This is an optimization exercise on Yosys and OpenROAD, whose aim is small area and a short achievable clock period, not a production implementation. Only simulation tests tie the RTL to the original design; equivalence was not proved. Power figures rest on the tool's default switching activity, not on a simulated workload.

Design gcd_vector_sequencer, start of the top module:
module gcd_vector_sequencer #(
  parameter int WIDTH         = 32,
  parameter int IDX_W         = 4,
  parameter int ADDR_W        = 4,
  parameter int FIN_ADDR      = 9,
  parameter int RST_CYCLES    = 1,
  parameter int SETTLE_CYCLES = 10,
  parameter int TIMEOUT       = 4096
) (
  input  logic              clk,
  input  logic              rst,
  input  logic              start,
  input  logic [IDX_W:0]    n_tests,
  input  logic              vec_we,
  input  logic [IDX_W-1:0]  vec_idx,
  input  logic [WIDTH-1:0]  vec_a,
  input  logic [WIDTH-1:0]  vec_b,
  input  logic [WIDTH-1:0]  vec_g,
  output logic              dut_rst,
  output logic              dut_en,
  output logic              dut_ld,
  output logic [WIDTH-1:0]  dut_a,
  output logic [WIDTH-1:0]  dut_b,
  input  logic [ADDR_W-1:0] dut_addr,
  input  logic [WIDTH-1:0]  dut_res,
  output logic              busy,
  output logic              done,
  output logic [IDX_W:0]    pass_cnt,
  output logic [IDX_W:0]    fail_cnt,
  output logic [IDX_W:0]    timeout_cnt,
  output logic              first_fail_vld,
  output logic [IDX_W-1:0]  first_fail_idx
);
Size in the first run: roughly 1800 flip-flops, about 230 I/O pins.
clock: 5.0 ns
lec_check: 0
cap_margin: 20
core_margin: 2
core_utilization: 60
setup_slack_margin: 3.1
slew_margin: 20
synth_hierarchical: 1
standard.sh (not shown) runs the stock make flow with config.mk's settings and CLKGATE_MAP_FILE= SYNTH_SCRIPT=/design/flow/synth_recipe.tcl, a recipe that flattens the netlist after the stock synthesis.
==> flow/flow/run.sh <==
#!/bin/bash
# The standard layout (standard.sh), with these changes:
#  - port buffers are plain buf_2 cells (buffer_ports -buffer_cell) instead of the delay cells it picks;
#  - clock tree synthesis without dummy loads and with larger sink clusters (fewer leaf buffers);
#  - the dut_res pins are placed next to each other (place_pins -group_pins), which keeps the
#    result compare compact.
set -euo pipefail
bash standard.sh \
  BUFFER_PORTS_ARGS="-buffer_cell sky130_fd_sc_hd__buf_2" \
  CTS_ARGS="-sink_clustering_enable -repair_clock_nets -dont_use_dummy_load -sink_clustering_size 25 -sink_clustering_max_diameter 100" \
  PLACE_PINS_ARGS="-group_pins {dut_res[*]}" \
  finish > standard.log 2>&1
Edit:
--- a/flow/design.v
+++ b/flow/design.v
@@ -135,27 +135,41 @@
     end else if (s_chk) begin
       rsel   <= {rsel[DEPTH-2:0], rsel[DEPTH-1]};
       rsel_n <= {rsel_n[DEPTH-2:0], rsel_n[DEPTH-1]};
     end
   end
   always_ff @(posedge clk) begin
     rsel_g <= rsel;
   end
   logic [WIDTH-1:0] rd_a, rd_b, rd_g;
-  always_comb begin
-    rd_a = '0;
-    rd_b = '0;
-    rd_g = '0;
-    for (int k = 0; k < DEPTH; k++) begin
-      rd_a = rd_a | (ram_a[k] & {WIDTH{rsel[k]}});
-      rd_b = rd_b | (ram_b[k] & {WIDTH{!rsel_n[k]}});
-      rd_g = rd_g | (ram_g[k] & {WIDTH{rsel_g[k]}});
-    end
+  logic [DEPTH-1:0] sel_a, sel_b, sel_g;
+  assign sel_a = rsel;
+  assign sel_b = ~rsel_n;
+  assign sel_g = rsel_g;
+  for (genvar j = 0; j < WIDTH; j++) begin : g_rd
+    logic [5:0] pa, pb, pg;
+    for (genvar q = 0; q < 5; q++) begin : g_grp
+      gcd_vector_sequencer_ao3 u_a (
+        .d0(ram_a[3*q][j]), .s0(sel_a[3*q]), .d1(ram_a[3*q+1][j]), .s1(sel_a[3*q+1]),
+        .d2(ram_a[3*q+2][j]), .s2(sel_a[3*q+2]), .y_n(pa[q]));
+      gcd_vector_sequencer_ao3 u_b (
+        .d0(ram_b[3*q][j]), .s0(sel_b[3*q]), .d1(ram_b[3*q+1][j]), .s1(sel_b[3*q+1]),
+        .d2(ram_b[3*q+2][j]), .s2(sel_b[3*q+2]), .y_n(pb[q]));
+      gcd_vector_sequencer_ao3 u_g (
+        .d0(ram_g[3*q][j]), .s0(sel_g[3*q]), .d1(ram_g[3*q+1][j]), .s1(sel_g[3*q+1]),
+        .d2(ram_g[3*q+2][j]), .s2(sel_g[3*q+2]), .y_n(pg[q]));
+    end
+    assign pa[5] = !(ram_a[15][j] && sel_a[15]);
+    assign pb[5] = !(ram_b[15][j] && sel_b[15]);
+    assign pg[5] = !(ram_g[15][j] && sel_g[15]);
+    assign rd_a[j] = !(&pa);
+    assign rd_b[j] = !(&pb);
+    assign rd_g[j] = !(&pg);
   end
   logic [WIDTH-1:0] g_q;
   always_ff @(posedge clk) begin
     dut_a <= rd_a;
     dut_b <= rd_b;
     g_q   <= rd_g;
   end
   logic pass_en, fail_en;
   gcd_vector_sequencer_chk #(.WIDTH(WIDTH)) u_chk (
@@ -219,9 +233,15 @@
   input  logic                 we,
   input  logic                 idle,
   input  logic [IDX_W-1:0]     idx,
   output logic [2**IDX_W-1:0]  sel
 );
   always_comb begin
     for (int k = 0; k < 2 ** IDX_W; k++) sel[k] = we && idle && (idx == IDX_W'(k));
   end
 endmodule
+module gcd_vector_sequencer_ao3 (
+  input  logic d0, s0, d1, s1, d2, s2,
+  output logic y_n
+);
+  assign y_n = !((d0 && s0) || (d1 && s1) || (d2 && s2));
+endmodule
What happened: Sequential power barely changes; core utilization came out higher by 0.57 points; cell area is lower by 1.3%; worst hold slack got worse by 0.025 ns; setup slack gets worse by 0.014 ns; global-route usage decreases by 2.4 points; sequential cell count is unchanged; clock-buffer cell count stays the same.

==> re-timing with driven ports <==
How much do the figures lean on ideal ports? The routed layouts below were timed once more, with nothing changed but the port constraints.
Step 1 (the two cells are an assumption about what drives the block):
set clk [get_ports {clk}]
set_driving_cell -lib_cell sky130_fd_sc_hd__clkbuf_16 $clk
set_driving_cell -lib_cell sky130_fd_sc_hd__buf_2 [delete_from_list [all_inputs] $clk]
Step 2, shift: input delay + t, output delay - t, t = (earliest + latest rising clock arrival at the registers) / 2. This alone moves slack from input paths to output paths.
a / b / c = ideal ports / drivers / drivers and shift; a / b = the first two.
| run | t (ns) | setup WS [ns] | worst setup path at the end | slew at the worst register clock pin (ns) | worst data-port slew with drivers (ns) |
|---|---|---|---|---|---|
| the first run | 0.734 | 2.842 / 2.774 / 2.226 | input to register | 0.10 / 0.10 | 0.16 |
| the second run | 0.731 | 2.829 / 2.754 / 2.222 | input to register | 0.10 / 0.10 | 0.12 |
After both steps every run listed still meets setup and hold. For the first run, which loses most, drivers alone change the setup slack by -0.068 ns; drivers and shift together by -0.616 ns.
